Source: an optimization exercise on an open RTL-to-GDS flow (aim: small area and few clock cycles per item). Production flows keep margins and buffers that such runs may drop.
Where RTL was checked, it was by simulation tests only, not by an equivalence proof against the original.
No driver is modelled on the clock port, so clocking that relies on it looks cheaper here than on a real chip.

==> inputs of run a <==
// light_dimmer_ramp_controller
module light_dimmer_ramp_controller
(
    input  wire logic        i_clk,
    input  wire logic        i_rst_n,
    input  wire logic        in_valid,
    output logic             in_ready,
    input  wire logic        in_op,
    input  wire logic [1:0]  in_port,
    input  wire logic        in_payload_on,
    input  wire logic [15:0] in_level_value,
    input  wire logic        in_readback_ok,
    output logic             out_valid,
    input  wire logic        out_ready,
    output logic             out_write_valid,
    output logic      [15:0] out_write_level,
    output logic             out_ramp_running,
    input  wire logic        psel,
    input  wire logic        penable,
    input  wire logic        pwrite,
    input  wire logic [4:0]  paddr,
    input  wire logic [31:0] pwdata,
    output logic      [31:0] prdata,
    output logic             pready
);
==> flow/config.mk <==
export PLATFORM = sky130hd
export DESIGN_NAME = light_dimmer_ramp_controller
export DESIGN_NICKNAME = light_dimmer_ramp_controller
export VERILOG_FILES = /design/flow/design.v
export SDC_FILE = /design/flow/constraint.sdc
export NUM_CORES = 4
export LEC_CHECK = 0
export CAP_MARGIN = 20
export CORE_MARGIN = 2
export CORE_UTILIZATION = 40
export CTS_BUF_LIST = sky130_fd_sc_hd__clkbuf_8
export SLEW_MARGIN = 20
export SYNTH_HIERARCHICAL = 1
==> flow/constraint.sdc <==
create_clock -name core_clock -period 15.0 [get_ports {i_clk}]
set_input_delay 3.0000 -clock core_clock [delete_from_list [all_inputs] [get_ports {i_clk}]]
set_output_delay 3.0000 -clock core_clock [all_outputs]
set_load 0.01 [all_outputs]
standard.sh (not shown) runs the stock make flow with config.mk's settings and CLKGATE_MAP_FILE= SYNTH_SCRIPT=/design/flow/synth_recipe.tcl, a recipe that flattens the netlist after the stock synthesis.
==> flow/flow/run.sh <==
#!/bin/bash
# The standard layout (the standard.sh: ORFS synthesis through finish), with
# one change: the buffer that global placement puts on each input and output
# port is the smallest buffer cell instead of the one buffer_ports picks itself.
set -euo pipefail
export BUFFER_PORTS_ARGS="-buffer_cell sky130_fd_sc_hd__buf_1"
bash standard.sh > standard.log 2>&1
==> inputs of run b, as changes to run a <==
==> flow/run.sh (new file) <==
#!/bin/bash
# synth_recipe.tcl (not shown) runs the flow's synth.tcl, then flattens the netlist and writes it again
# the make line also repeats each setting of config.mk as NAME=value (left out here)
make -C /OpenROAD-flow-scripts/flow DESIGN_CONFIG=/design/flow/config.mk WORK_HOME=/design/flow/orfs CLKGATE_MAP_FILE= SYNTH_SCRIPT=/design/flow/synth_recipe.tcl finish
removed: flow/flow/run.sh
removed: flow/standard.sh
==> inputs of run c, as changes to run a <==
--- a/flow/design.v
+++ b/flow/design.v
@@ -1726,35 +1726,12 @@
         for (i = 0; i < 16; i = i + 1) begin : g_bit
             assign g[i+1] = (a[i] & ~b[i]) | (a[i] & g[i]) | (~b[i] & g[i]);
         end
     endgenerate
     assign y = g[16];
 endmodule
-module ldr_gtr16 (
-    input  wire [15:0] a,
-    input  wire [15:0] b,
-    output wire        y
-);
-    wire [16:0] g;
-    assign g[0] = 1'b0;
-    genvar i;
-    generate
-        for (i = 0; i < 16; i = i + 1) begin : g_bit
-            ldr_gtbit u_bit (.a(a[i]), .b(b[i]), .c(g[i]), .y(g[i+1]));
-        end
-    endgenerate
-    assign y = g[16];
-endmodule
-module ldr_gtbit (
-    input  wire a,
-    input  wire b,
-    input  wire c,
-    output wire y
-);
-    assign y = (a & ~b) | (a & c) | (~b & c);
-endmodule
 module ldr_eq16 (
     input  wire [15:0] a,
     input  wire [15:0] b,
     output wire        y
 );
     assign y = &(a ~^ b);
@@ -1880,14 +1857,14 @@
     assign w_tgt = w_dir ? c_max : c_min;
     ldr_eq16 u_lim (.a(w_n), .b(w_tgt), .y(w_lim));
     logic w_max_lt_min;
     logic w_lvl_lt_min;
     logic w_rem_ok_n;
     logic w_rem_ok_l;
-    ldr_gtr16 u_mm  (.a(c_min), .b(c_max), .y(w_max_lt_min));
-    ldr_gtr16 u_lvl (.a(c_min), .b(r_lvl), .y(w_lvl_lt_min));
+    ldr_gt16 u_mm  (.a(c_min), .b(c_max), .y(w_max_lt_min));
+    ldr_gt16 u_lvl (.a(c_min), .b(r_lvl), .y(w_lvl_lt_min));
     assign w_rem_ok_n = !(w_selmax && w_max_lt_min) && !c_onmax;
     assign w_rem_ok_l = !w_lvl_lt_min && !c_onmax;
     logic w_on;
     assign w_on = c_two ? (in_port == 2'd0) : in_payload_on;
     always_ff @(posedge i_clk) begin
         if (!i_rst_n) begin
==> flow/run.sh (new file) <==
#!/bin/bash
# synth_recipe.tcl (not shown) runs the flow's synth.tcl, then flattens the netlist and writes it again
# the make line also repeats each setting of config.mk as NAME=value (left out here)
make -C /OpenROAD-flow-scripts/flow DESIGN_CONFIG=/design/flow/config.mk WORK_HOME=/design/flow/orfs CLKGATE_MAP_FILE= SYNTH_SCRIPT=/design/flow/synth_recipe.tcl finish
removed: flow/flow/run.sh
removed: flow/standard.sh
==> inputs of run d, as changes to run a <==
--- a/flow/design.v
+++ b/flow/design.v
@@ -1726,35 +1726,12 @@
         for (i = 0; i < 16; i = i + 1) begin : g_bit
             assign g[i+1] = (a[i] & ~b[i]) | (a[i] & g[i]) | (~b[i] & g[i]);
         end
     endgenerate
     assign y = g[16];
 endmodule
-module ldr_gtr16 (
-    input  wire [15:0] a,
-    input  wire [15:0] b,
-    output wire        y
-);
-    wire [16:0] g;
-    assign g[0] = 1'b0;
-    genvar i;
-    generate
-        for (i = 0; i < 16; i = i + 1) begin : g_bit
-            ldr_gtbit u_bit (.a(a[i]), .b(b[i]), .c(g[i]), .y(g[i+1]));
-        end
-    endgenerate
-    assign y = g[16];
-endmodule
-module ldr_gtbit (
-    input  wire a,
-    input  wire b,
-    input  wire c,
-    output wire y
-);
-    assign y = (a & ~b) | (a & c) | (~b & c);
-endmodule
 module ldr_eq16 (
     input  wire [15:0] a,
     input  wire [15:0] b,
     output wire        y
 );
     assign y = &(a ~^ b);
@@ -1880,14 +1857,14 @@
     assign w_tgt = w_dir ? c_max : c_min;
     ldr_eq16 u_lim (.a(w_n), .b(w_tgt), .y(w_lim));
     logic w_max_lt_min;
     logic w_lvl_lt_min;
     logic w_rem_ok_n;
     logic w_rem_ok_l;
-    ldr_gtr16 u_mm  (.a(c_min), .b(c_max), .y(w_max_lt_min));
-    ldr_gtr16 u_lvl (.a(c_min), .b(r_lvl), .y(w_lvl_lt_min));
+    ldr_gt16 u_mm  (.a(c_min), .b(c_max), .y(w_max_lt_min));
+    ldr_gt16 u_lvl (.a(c_min), .b(r_lvl), .y(w_lvl_lt_min));
     assign w_rem_ok_n = !(w_selmax && w_max_lt_min) && !c_onmax;
     assign w_rem_ok_l = !w_lvl_lt_min && !c_onmax;
     logic w_on;
     assign w_on = c_two ? (in_port == 2'd0) : in_payload_on;
     always_ff @(posedge i_clk) begin
         if (!i_rst_n) begin
==> flow/run.sh (new file) <==
#!/bin/bash
# synth_recipe.tcl (not shown) runs the flow's synth.tcl, then flattens the netlist and writes it again
# the make line also repeats each setting of config.mk as NAME=value (left out here)
make -C /OpenROAD-flow-scripts/flow DESIGN_CONFIG=/design/flow/config.mk WORK_HOME=/design/flow/orfs CLKGATE_MAP_FILE= SYNTH_SCRIPT=/design/flow/synth_recipe.tcl finish
Settings changed: CTS_BUF_LIST sky130_fd_sc_hd__clkbuf_8 to not set.
removed: flow/flow/run.sh
removed: flow/standard.sh
==> comparison table <==
|  | run a | run c | run b | run d |
|---|---|---|---|---|
| Detailed-routed wire length on met2 | 22500 um | 22900 um | 22900 um | 23200 um |
| Syn Inst Count | 1616 | 1640 | 1616 | 1640 |
| Average detailed-routed wire length per instance | 22.1 um | 22.3 um | 22.5 um | 22.5 um |
| Status | complete, no violations | complete, no violations | complete, no violations | complete, no violations |
| Die Width | 201 um | 202 um | 201 um | 202 um |
| Global routing met3 resource utilization | 3.27% | 3.51% | 3.55% | 3.13% |
| Number of gates on the worst path with buffers counted | 38 | 38 | 39 | 38 |
| Root Buffer | clkbuf_8 | clkbuf_8 | clkbuf_8 | clkbuf_16 |
| Least setup slack across all paths after layout | 1.41 ns | 1.15 ns | 1.19 ns | 1.07 ns |
| Clock Network Area Fraction | 2.42% | 2.18% | 2.22% | 3.25% |
| Post-route fraction of the period consumed by the critical path | 90.6% | 92.3% | 92.1% | 92.9% |
| Worst slack after detailed placement | 1.18 ns | 0.871 ns | 0.978 ns | 0.871 ns |
| Initial standard-cell utilization of the core | 40.4% | 40.6% | 40.4% | 40.6% |
| Relative area change from synthesis to final layout | 7.16% | 10.1% | 10.7% | 11.3% |
| Minimum hold slack | 0.522 ns | 0.523 ns | 0.518 ns | 0.522 ns |
| Die outline height | 201 um | 202 um | 201 um | 202 um |
| Die Area | 40500 um2 | 40800 um2 | 40500 um2 | 40800 um2 |
| Total met3 wirelength after detailed routing | 3560 um | 3640 um | 3940 um | 3340 um |
| Met1 usage | 34.1% | 34.1% | 33.7% | 34.4% |
| Final std cells w/o fill | 2166 | 2187 | 2171 | 2187 |
| Area of the multi-input gates | 11300 um2 | 11400 um2 | 11300 um2 | 11400 um2 |
Testbench counts of run a, summed over its fixed seeds: cycles 25,664, items 25,600.
Testbench counts of run b, summed over its fixed seeds: cycles 25,664, items 25,600.
Function not checked in run c and run d: the RTL went through the layout flow alone.

==> build 56: inputs <==
light_dimmer_ramp_controller, a different RTL version from the one above (not shown whole).
export LEC_CHECK = 0
export CAP_MARGIN = 0
export CORE_MARGIN = 2
export CORE_UTILIZATION = 40
export SLEW_MARGIN = 0
export SYNTH_HIERARCHICAL = 1
create_clock -name core_clock -period 15.0 [get_ports {i_clk}]
==> flow/flow/run.sh <==
#!/bin/bash
# The standard layout (the standard.sh: ORFS synthesis through finish), with
# two changes:
#  - the buffer that global placement puts on each input and output port is the
#    smallest buffer cell instead of the one buffer_ports picks itself;
#  - clock tree synthesis builds the tree from clkbuf_8 cells and adds no dummy
#    loads (the tree is small: about 120 flip-flops).
set -euo pipefail
export BUFFER_PORTS_ARGS="-buffer_cell sky130_fd_sc_hd__buf_1"
export CTS_ARGS="-sink_clustering_enable -repair_clock_nets -buf_list sky130_fd_sc_hd__clkbuf_8 -dont_use_dummy_load"
bash standard.sh > standard.log 2>&1
==> inputs of trial 93, as changes to build 56 <==
--- a/flow/design.v
+++ b/flow/design.v
@@ -1571,29 +1571,14 @@
 endmodule
 module ldr_or2 (input wire a, input wire b, output wire y);
     assign y = a | b;
 endmodule
 module ldr_nor2 (input wire a, input wire b, output wire y);
     assign y = ~(a | b);
 endmodule
-module ldr_gt16 (
-    input  wire [15:0] a,
-    input  wire [15:0] b,
-    output wire        y
-);
-    wire [16:0] g;
-    assign g[0] = 1'b0;
-    genvar i;
-    generate
-        for (i = 0; i < 16; i = i + 1) begin : g_bit
-            assign g[i+1] = (a[i] & ~b[i]) | (a[i] & g[i]) | (~b[i] & g[i]);
-        end
-    endgenerate
-    assign y = g[16];
-endmodule
 module ldr_gtr16 (
     input  wire [15:0] a,
     input  wire [15:0] b,
     output wire        y
 );
     wire [16:0] g;
     assign g[0] = 1'b0;
@@ -1740,15 +1725,15 @@
         .s  (w_s),
         .dn (!w_dir),
         .z  (w_z)
     );
     assign w_hi = w_z[17] | w_z[16];
     logic w_gt_min;
     ldr_gt16c u_gx (.a(w_v), .b(c_max), .ci(!w_max_lt_min), .y(w_gt));   
-    ldr_gt16  u_lx (.a(w_v), .b(c_min), .y(w_gt_min));                   
+    ldr_gt16c u_lx (.a(w_v), .b(c_min), .ci(1'b0), .y(w_gt_min));     
     assign w_lt = !w_gt_min;                                              
     assign w_selmax = w_hi ? w_dir : w_gt;
     assign w_selmin = w_hi ? !w_dir : (!w_gt && w_lt);
     assign w_selv   = !w_hi && !w_gt && !w_lt;
     logic w_eq_mm;
     ldr_eq16 u_emm (.a(c_max), .b(c_min), .y(w_eq_mm));
     assign w_lim = w_hi || (w_dir ? (w_gt || (w_lt && w_eq_mm))
==> flow/flow/run.sh (replaced) <==
#!/bin/bash
# The standard layout (the standard.sh: ORFS synthesis through finish), with
# two changes:
#  - the buffer that global placement puts on each input and output port is the
#    smallest buffer cell instead of the one buffer_ports picks itself;
#  - clock tree synthesis builds the tree from clkbuf_4 and clkbuf_8 cells and adds no dummy
#    loads (the tree is small: about 120 flip-flops).
set -euo pipefail
export BUFFER_PORTS_ARGS="-buffer_cell sky130_fd_sc_hd__buf_1"
export CTS_ARGS="-sink_clustering_enable -repair_clock_nets -buf_list {sky130_fd_sc_hd__clkbuf_4 sky130_fd_sc_hd__clkbuf_8} -dont_use_dummy_load"
bash standard.sh > standard.log 2>&1
- CAP_MARGIN: 0 -> 20
- CORE_UTILIZATION: 40 -> 60
- SLEW_MARGIN: 0 -> 20
==> run notes <==
status finished clean; Fin Hold WS 0.533 ns; multi-input gates 1128; global-route wire length before repair 66600 µm; via count 11.6k; Worst Clk Skew 0.0276 ns; WP buf/inv 3; dpl cell area 14900 µm²; routing usage on met2 52.4%; final instance area 15100 µm²; vias per cell 6.33; Max-Slew Margin vs Limit 21.4%; Die H 160 µm
the above is filed under trial 93

==> run notes <==
Max-Slew Margin vs Limit 11.2%; Die H 196 µm; global-route wire length before repair 70400 µm; vias per cell 5.87; Initial Utilization 40.4%; WP buf/inv 1; Worst Clk Skew 0.0225 ns; via count 11.5k; HPWL after DPL 33700 µm; Fin Hold WS 0.536 ns; dpl cell area 15100 µm²; status finished clean; routing usage on met2 40.2%
the above is filed under build 56

Testbench counts of build 56, summed over its fixed seeds: cycles 25,664, items 25,600.
Testbench counts of trial 93, summed over its fixed seeds: cycles 25,664, items 25,600.

==> build 9 <==
RTL: one of the versions met above, not the one the previous note started from.
==> flow/config.mk <==
export PLATFORM = sky130hd
export DESIGN_NAME = light_dimmer_ramp_controller
export DESIGN_NICKNAME = light_dimmer_ramp_controller
export VERILOG_FILES = /design/flow/design.v
export SDC_FILE = /design/flow/constraint.sdc
export NUM_CORES = 4
export LEC_CHECK = 0
export CAP_MARGIN = 0
export CORE_MARGIN = 2
export CORE_UTILIZATION = 60
export SLEW_MARGIN = 0
export SYNTH_HIERARCHICAL = 1
==> flow/constraint.sdc <==
create_clock -name core_clock -period 15.0 [get_ports {i_clk}]
set_input_delay 3.0000 -clock core_clock [delete_from_list [all_inputs] [get_ports {i_clk}]]
set_output_delay 3.0000 -clock core_clock [all_outputs]
set_load 0.01 [all_outputs]
==> flow/flow/run.sh <==
#!/bin/bash
# The standard layout (the standard.sh: ORFS synthesis through finish), with
# two changes:
#  - the buffer that global placement puts on each input and output port is the
#    smallest buffer cell instead of the one buffer_ports picks itself;
#  - clock tree synthesis builds the tree from clkbuf_8 cells and adds no dummy
#    loads (the tree is small: about 120 flip-flops).
set -euo pipefail
export BUFFER_PORTS_ARGS="-buffer_cell sky130_fd_sc_hd__buf_1"
export CTS_ARGS="-sink_clustering_enable -repair_clock_nets -buf_list sky130_fd_sc_hd__clkbuf_8 -dont_use_dummy_load"
bash standard.sh > standard.log 2>&1
==> inputs of trial 58, as changes to build 9 <==
--- a/flow/design.v
+++ b/flow/design.v
@@ -1191,15 +1191,15 @@
     assign a286 = b[14] ^ ~dn;
     assign q287 = ~s[14];
     assign a288 = b[15] ^ ~dn;
     assign q289 = ~s[15];
     ldr_han u_s290 (.a(p14), .b(p29), .s(s290), .co(c291));
     ldr_fa u_s292 (.a(p15), .b(p30), .c(p45), .s(s292), .co(c293));
     ldr_han u_s294 (.a(p60), .b(p75), .s(s294), .co(c295));
-    ldr_fa u_s296 (.a(k257), .b(p16), .c(p31), .s(s296), .co(c297));
+    ldr_ha u_s296 (.a(p16), .b(p31), .s(s296), .co(c297));
     ldr_fa u_s298 (.a(p46), .b(p61), .c(p76), .s(s298), .co(c299));
     ldr_fa u_s300 (.a(p91), .b(p106), .c(p121), .s(s300), .co(c301));
     ldr_fa u_s302 (.a(q259), .b(p32), .c(p47), .s(s302), .co(c303));
     ldr_fa u_s304 (.a(p62), .b(p77), .c(p92), .s(s304), .co(c305));
     ldr_fa u_s306 (.a(p107), .b(p122), .c(p137), .s(s306), .co(c307));
     ldr_han u_s308 (.a(p152), .b(p167), .s(s308), .co(c309));
     ldr_fa u_s310 (.a(q261), .b(p48), .c(p63), .s(s310), .co(c311));
@@ -1229,18 +1229,18 @@
     ldr_fa u_s358 (.a(p90), .b(p105), .c(p120), .s(s358), .co(c359));
     ldr_fa u_s360 (.a(p135), .b(p150), .c(p165), .s(s360), .co(c361));
     ldr_fa u_s362 (.a(p180), .b(p195), .c(p210), .s(s362), .co(c363));
     ldr_fa u_s364 (.a(p225), .b(c291), .c(s294), .s(s364), .co(c365));
     ldr_fa u_s366 (.a(p136), .b(p151), .c(p166), .s(s366), .co(c367));
     ldr_fa u_s368 (.a(p181), .b(p196), .c(p211), .s(s368), .co(c369));
     ldr_fa u_s370 (.a(p226), .b(p241), .c(c295), .s(s370), .co(c371));
-    ldr_fa u_s372 (.a(c293), .b(s296), .c(s298), .s(s372), .co(c373));
+    ldr_fa u_s372 (.a(s296), .b(c293), .c(s298), .s(s372), .co(c373));
     ldr_fa u_s374 (.a(p182), .b(p197), .c(p212), .s(s374), .co(c375));
     ldr_fa u_s376 (.a(p227), .b(p242), .c(a258), .s(s376), .co(c377));
-    ldr_fa u_s378 (.a(s308), .b(c297), .c(c299), .s(s378), .co(c379));
+    ldr_fa u_s378 (.a(c297), .b(s308), .c(c299), .s(s378), .co(c379));
     ldr_fa u_s380 (.a(c301), .b(s302), .c(s304), .s(s380), .co(c381));
     ldr_fa u_s382 (.a(p198), .b(p213), .c(p228), .s(s382), .co(c383));
     ldr_fa u_s384 (.a(p243), .b(a260), .c(c309), .s(s384), .co(c385));
     ldr_fa u_s386 (.a(s316), .b(c303), .c(c305), .s(s386), .co(c387));
     ldr_fa u_s388 (.a(c307), .b(s310), .c(s312), .s(s388), .co(c389));
     ldr_fa u_s390 (.a(p184), .b(p199), .c(p214), .s(s390), .co(c391));
     ldr_fa u_s392 (.a(p229), .b(p244), .c(a262), .s(s392), .co(c393));
@@ -1573,54 +1573,55 @@
     assign y = a | b;
 endmodule
 module ldr_nor2 (input wire a, input wire b, output wire y);
     assign y = ~(a | b);
 endmodule
 module ldr_gtr16 (
     input  wire [15:0] a,
-    input  wire [15:0] b,
+    input  wire [15:0] nb,
+    input  wire        ci,
     output wire        y
 );
     wire [16:0] g;
-    assign g[0] = 1'b0;
+    assign g[0] = ci;
     genvar i;
     generate
         for (i = 0; i < 16; i = i + 1) begin : g_bit
-            ldr_gtbit u_bit (.a(a[i]), .b(b[i]), .c(g[i]), .y(g[i+1]));
+            ldr_gtbit u_bit (.a(a[i]), .nb(nb[i]), .c(g[i]), .y(g[i+1]));
         end
     endgenerate
     assign y = g[16];
 endmodule
 module ldr_gtbit (
     input  wire a,
-    input  wire b,
+    input  wire nb,
     input  wire c,
     output wire y
 );
-    assign y = (a & ~b) | (a & c) | (~b & c);
+    assign y = (a & nb) | (a & c) | (nb & c);
 endmodule
 module ldr_eq16 (
     input  wire [15:0] a,
     input  wire [15:0] b,
     output wire        y
 );
     assign y = &(a ~^ b);
 endmodule
 module ldr_gt16c (
     input  wire [15:0] a,
-    input  wire [15:0] b,
+    input  wire [15:0] nb,
     input  wire        ci,
     output wire        y
 );
     wire [16:0] g;
     assign g[0] = ci;
     genvar i;
     generate
         for (i = 0; i < 16; i = i + 1) begin : g_bit
-            assign g[i+1] = (a[i] & ~b[i]) | (a[i] & g[i]) | (~b[i] & g[i]);
+            assign g[i+1] = (a[i] & nb[i]) | (a[i] & g[i]) | (nb[i] & g[i]);
         end
     endgenerate
     assign y = g[16];
 endmodule
 `default_nettype none
 module light_dimmer_ramp_controller
 (
@@ -1712,43 +1713,47 @@
     logic        w_lt;
     logic        w_selmax;
     logic        w_selmin;
     logic        w_selv;
     logic [15:0] w_n;
     logic        w_lim;
     logic        w_max_lt_min;
+    logic [15:0] w_nmax;
+    logic [15:0] w_nmin;
+    assign w_nmax = ~c_max;
+    assign w_nmin = ~c_min;
     assign w_dir     = in_op ? r_up : (in_port == 2'd1);
     assign w_base_in = !in_op && in_readback_ok;
     assign w_s       = {c_step[15:1], c_step[0] | (c_step == 16'd0)};
     ldr_mac u_mac (
         .b  (w_base),
         .g  (c_grow),
         .s  (w_s),
         .dn (!w_dir),
         .z  (w_z)
     );
     assign w_hi = w_z[17] | w_z[16];
     logic w_gt_min;
-    ldr_gt16c u_gx (.a(w_v), .b(c_max), .ci(!w_max_lt_min), .y(w_gt));   
-    ldr_gt16c u_lx (.a(w_v), .b(c_min), .ci(1'b0), .y(w_gt_min));     
+    ldr_gt16c u_gx (.a(w_v), .nb(w_nmax), .ci(!w_max_lt_min), .y(w_gt));   
+    ldr_gt16c u_lx (.a(w_v), .nb(w_nmin), .ci(1'b0), .y(w_gt_min));     
     assign w_lt = !w_gt_min;                                              
     assign w_selmax = w_hi ? w_dir : w_gt;
     assign w_selmin = w_hi ? !w_dir : (!w_gt && w_lt);
     assign w_selv   = !w_hi && !w_gt && !w_lt;
     logic w_eq_mm;
     ldr_eq16 u_emm (.a(c_max), .b(c_min), .y(w_eq_mm));
     assign w_lim = w_hi || (w_dir ? (w_gt || (w_lt && w_eq_mm))
                                   : (w_gt ? w_eq_mm : w_lt));
-    logic w_lvl_lt_min;
+    logic w_lvl_ge_min;
     logic w_rem_ok_n;
     logic w_rem_ok_l;
-    ldr_gtr16 u_mm  (.a(c_min), .b(c_max), .y(w_max_lt_min));
-    ldr_gtr16 u_lvl (.a(c_min), .b(r_lvl), .y(w_lvl_lt_min));
+    ldr_gtr16 u_mm  (.a(c_min), .nb(w_nmax), .ci(1'b0), .y(w_max_lt_min));
+    ldr_gtr16 u_lvl (.a(r_lvl), .nb(w_nmin), .ci(1'b1), .y(w_lvl_ge_min));
     assign w_rem_ok_n = !(w_selmax && w_max_lt_min) && !c_onmax;
-    assign w_rem_ok_l = !w_lvl_lt_min && !c_onmax;
+    assign w_rem_ok_l = w_lvl_ge_min && !c_onmax;
     logic w_step;
     logic w_fin_l;      
     assign w_step  = (w_tick && r_busy) || (w_press && in_payload_on);
     assign w_fin_l = w_press && r_busy;
     logic w_l_n, w_l_in, w_l_hold;
     assign w_l_n    = i_rst_n && w_acc && w_step;
     assign w_l_in   = i_rst_n && w_acc && w_report && !r_busy;
==> flow/flow/run.sh (replaced) <==
#!/bin/bash
# The standard layout (the standard.sh: ORFS synthesis through finish), with
# these changes:
#  - the buffer that global placement puts on each input and output port is the
#    smallest buffer cell instead of the one buffer_ports picks itself;
#  - clock tree synthesis builds the tree from clkbuf_4 cells and adds no dummy
#    loads (the tree is small: about 120 flip-flops); then clock_upsize.tcl
#    turns each clkbuf_4 whose loads would see too slow a clock edge into a
#    clkbuf_8, before routing;
#  - floorplanning keeps synthesis's tie cells instead of giving every load of
#    a constant its own tie cell.
set -euo pipefail
export BUFFER_PORTS_ARGS="-buffer_cell sky130_fd_sc_hd__buf_1"
export SKIP_REPAIR_TIE_FANOUT=1
export CTS_ARGS="-sink_clustering_enable -repair_clock_nets -buf_list sky130_fd_sc_hd__clkbuf_4 -dont_use_dummy_load"
bash standard.sh cts > standard_cts.log 2>&1
openroad -no_init -exit flow/clock_upsize.tcl > clock_upsize.log 2>&1
bash standard.sh > standard.log 2>&1
==> flow/flow/clock_upsize.tcl (new file) <==
# After clock tree synthesis: a clkbuf_4 of the clock tree whose loads would see
# a clock slew above 105 ps (estimated from placement) becomes a clkbuf_8; the
# cells are then legalized again and the result replaces 4_cts.odb.
set results orfs/results/sky130hd/light_dimmer_ramp_controller/base
read_liberty $::env(FLOW_HOME)/platforms/sky130hd/lib/sky130_fd_sc_hd__tt_025C_1v80.lib
read_db $results/4_cts.odb
read_sdc $results/4_cts.sdc
source $::env(FLOW_HOME)/platforms/sky130hd/setRC.tcl
estimate_parasitics -placement

set big [[ord::get_db] findMaster sky130_fd_sc_hd__clkbuf_8]
set n 0
foreach inst [[ord::get_db_block] getInsts] {
  if {[[$inst getMaster] getName] ne "sky130_fd_sc_hd__clkbuf_4"} { continue }
  set net [[$inst findITerm X] getNet]
  set worst 0
  foreach it [$net getITerms] {
    if {[$it isOutputSignal]} { continue }
    set p [get_pins "[[$it getInst] getName]/[[$it getMTerm] getName]"]
    set s [get_property $p slew_max]
    if {$s > $worst} { set worst $s }
  }
  if {$worst > 0.105} {
    puts "upsize [$inst getName]: worst load slew $worst ns"
    $inst swapMaster $big
    incr n
  }
}
puts "upsized $n clock buffers"
detailed_placement
check_placement -verbose
estimate_parasitics -placement
report_clock_skew
write_db $results/4_cts.odb
==> inputs of build 57, as changes to build 9 <==
--- a/flow/design.v
+++ b/flow/design.v
@@ -1571,14 +1571,29 @@
 endmodule
 module ldr_or2 (input wire a, input wire b, output wire y);
     assign y = a | b;
 endmodule
 module ldr_nor2 (input wire a, input wire b, output wire y);
     assign y = ~(a | b);
 endmodule
+module ldr_gt16 (
+    input  wire [15:0] a,
+    input  wire [15:0] b,
+    output wire        y
+);
+    wire [16:0] g;
+    assign g[0] = 1'b0;
+    genvar i;
+    generate
+        for (i = 0; i < 16; i = i + 1) begin : g_bit
+            assign g[i+1] = (a[i] & ~b[i]) | (a[i] & g[i]) | (~b[i] & g[i]);
+        end
+    endgenerate
+    assign y = g[16];
+endmodule
 module ldr_gtr16 (
     input  wire [15:0] a,
     input  wire [15:0] b,
     output wire        y
 );
     wire [16:0] g;
     assign g[0] = 1'b0;
@@ -1725,15 +1740,15 @@
         .s  (w_s),
         .dn (!w_dir),
         .z  (w_z)
     );
     assign w_hi = w_z[17] | w_z[16];
     logic w_gt_min;
     ldr_gt16c u_gx (.a(w_v), .b(c_max), .ci(!w_max_lt_min), .y(w_gt));   
-    ldr_gt16c u_lx (.a(w_v), .b(c_min), .ci(1'b0), .y(w_gt_min));     
+    ldr_gt16  u_lx (.a(w_v), .b(c_min), .y(w_gt_min));                   
     assign w_lt = !w_gt_min;                                              
     assign w_selmax = w_hi ? w_dir : w_gt;
     assign w_selmin = w_hi ? !w_dir : (!w_gt && w_lt);
     assign w_selv   = !w_hi && !w_gt && !w_lt;
     logic w_eq_mm;
     ldr_eq16 u_emm (.a(c_max), .b(c_min), .y(w_eq_mm));
     assign w_lim = w_hi || (w_dir ? (w_gt || (w_lt && w_eq_mm))
CAP_MARGIN = 20   (was 0)
CORE_UTILIZATION = 40   (was 60)
SLEW_MARGIN = 20   (was 0)
==> impl_results.md <==
- Status: finished clean
- GR met2 Demand/Resource: 40.2%
- FP Rows: 70
- Hold WS: 0.535 ns
the above is filed under build 57

==> impl_results.md <==
- Status: finished clean
- GR met2 Demand/Resource: 52.8%
- Hold WS: 0.538 ns
- CTS tree: built
- CP dominant cell by count: fa_1
the above is filed under trial 58

==> impl_results.md <==
- FP Rows: 57
- CP Class: input port to flop
- Status: finished clean
- Fraction of area in registers: 21.7%
the above is filed under build 9

Testbench counts of build 9, summed over its fixed seeds: cycles 25,664, items 25,600.
Testbench counts of trial 58, summed over its fixed seeds: cycles 25,664, items 25,600.
Testbench counts of build 57, summed over its fixed seeds: cycles 25,664, items 25,600.

==> port drivers added, routing unchanged <==
How much do the figures lean on ideal ports? The routed layouts below were timed once more, with nothing changed but the port constraints. Step 1 (the two cells are an assumption about what drives the block):
set clk [get_ports {i_clk}]
set_driving_cell -lib_cell sky130_fd_sc_hd__clkbuf_16 $clk
set_driving_cell -lib_cell sky130_fd_sc_hd__buf_2 [delete_from_list [all_inputs] $clk]
Step 2 moves the port delays by t, midway between the first and last clock arrival at a register: inputs arrive t later, outputs are due t later. That takes back most of the time a late clock gives input paths. a / b / c = no drivers / after step 1 / after step 2; a / b = the first two.
run	t, ns	slack for setup (ns)	hold slack, ns	cell pins on the clock port's net
run a	0.486	1.412 / 1.417 / 0.931	0.522 / 0.522 / 0.522	1
run b	0.499	1.190 / 1.214 / 0.715	0.518 / 0.518 / 0.518	1
run c	0.479	1.148 / 1.168 / 0.689	0.523 / 0.523 / 0.523	1
run d	0.463	1.072 / 1.099 / 0.636	0.522 / 0.522 / 0.522	1
build 56	0.478	1.543 / 1.556 / 1.078	0.536 / 0.536 / 0.536	1
trial 93	0.497	1.637 / 1.659 / 1.161	0.533 / 0.533 / 0.533	1
build 9	0.495	1.729 / 1.750 / 1.255	0.530 / 0.530 / 0.530	1
trial 58	0.446	1.968 / 1.987 / 1.541	0.538 / 0.538 / 0.538	1
build 57	0.475	1.548 / 1.560 / 1.085	0.535 / 0.535 / 0.535	1
After both steps setup and hold are still met in every run listed. The setup slack of run a, which loses most, moves by +0.005 ns with the drivers and by -0.481 ns with both steps.
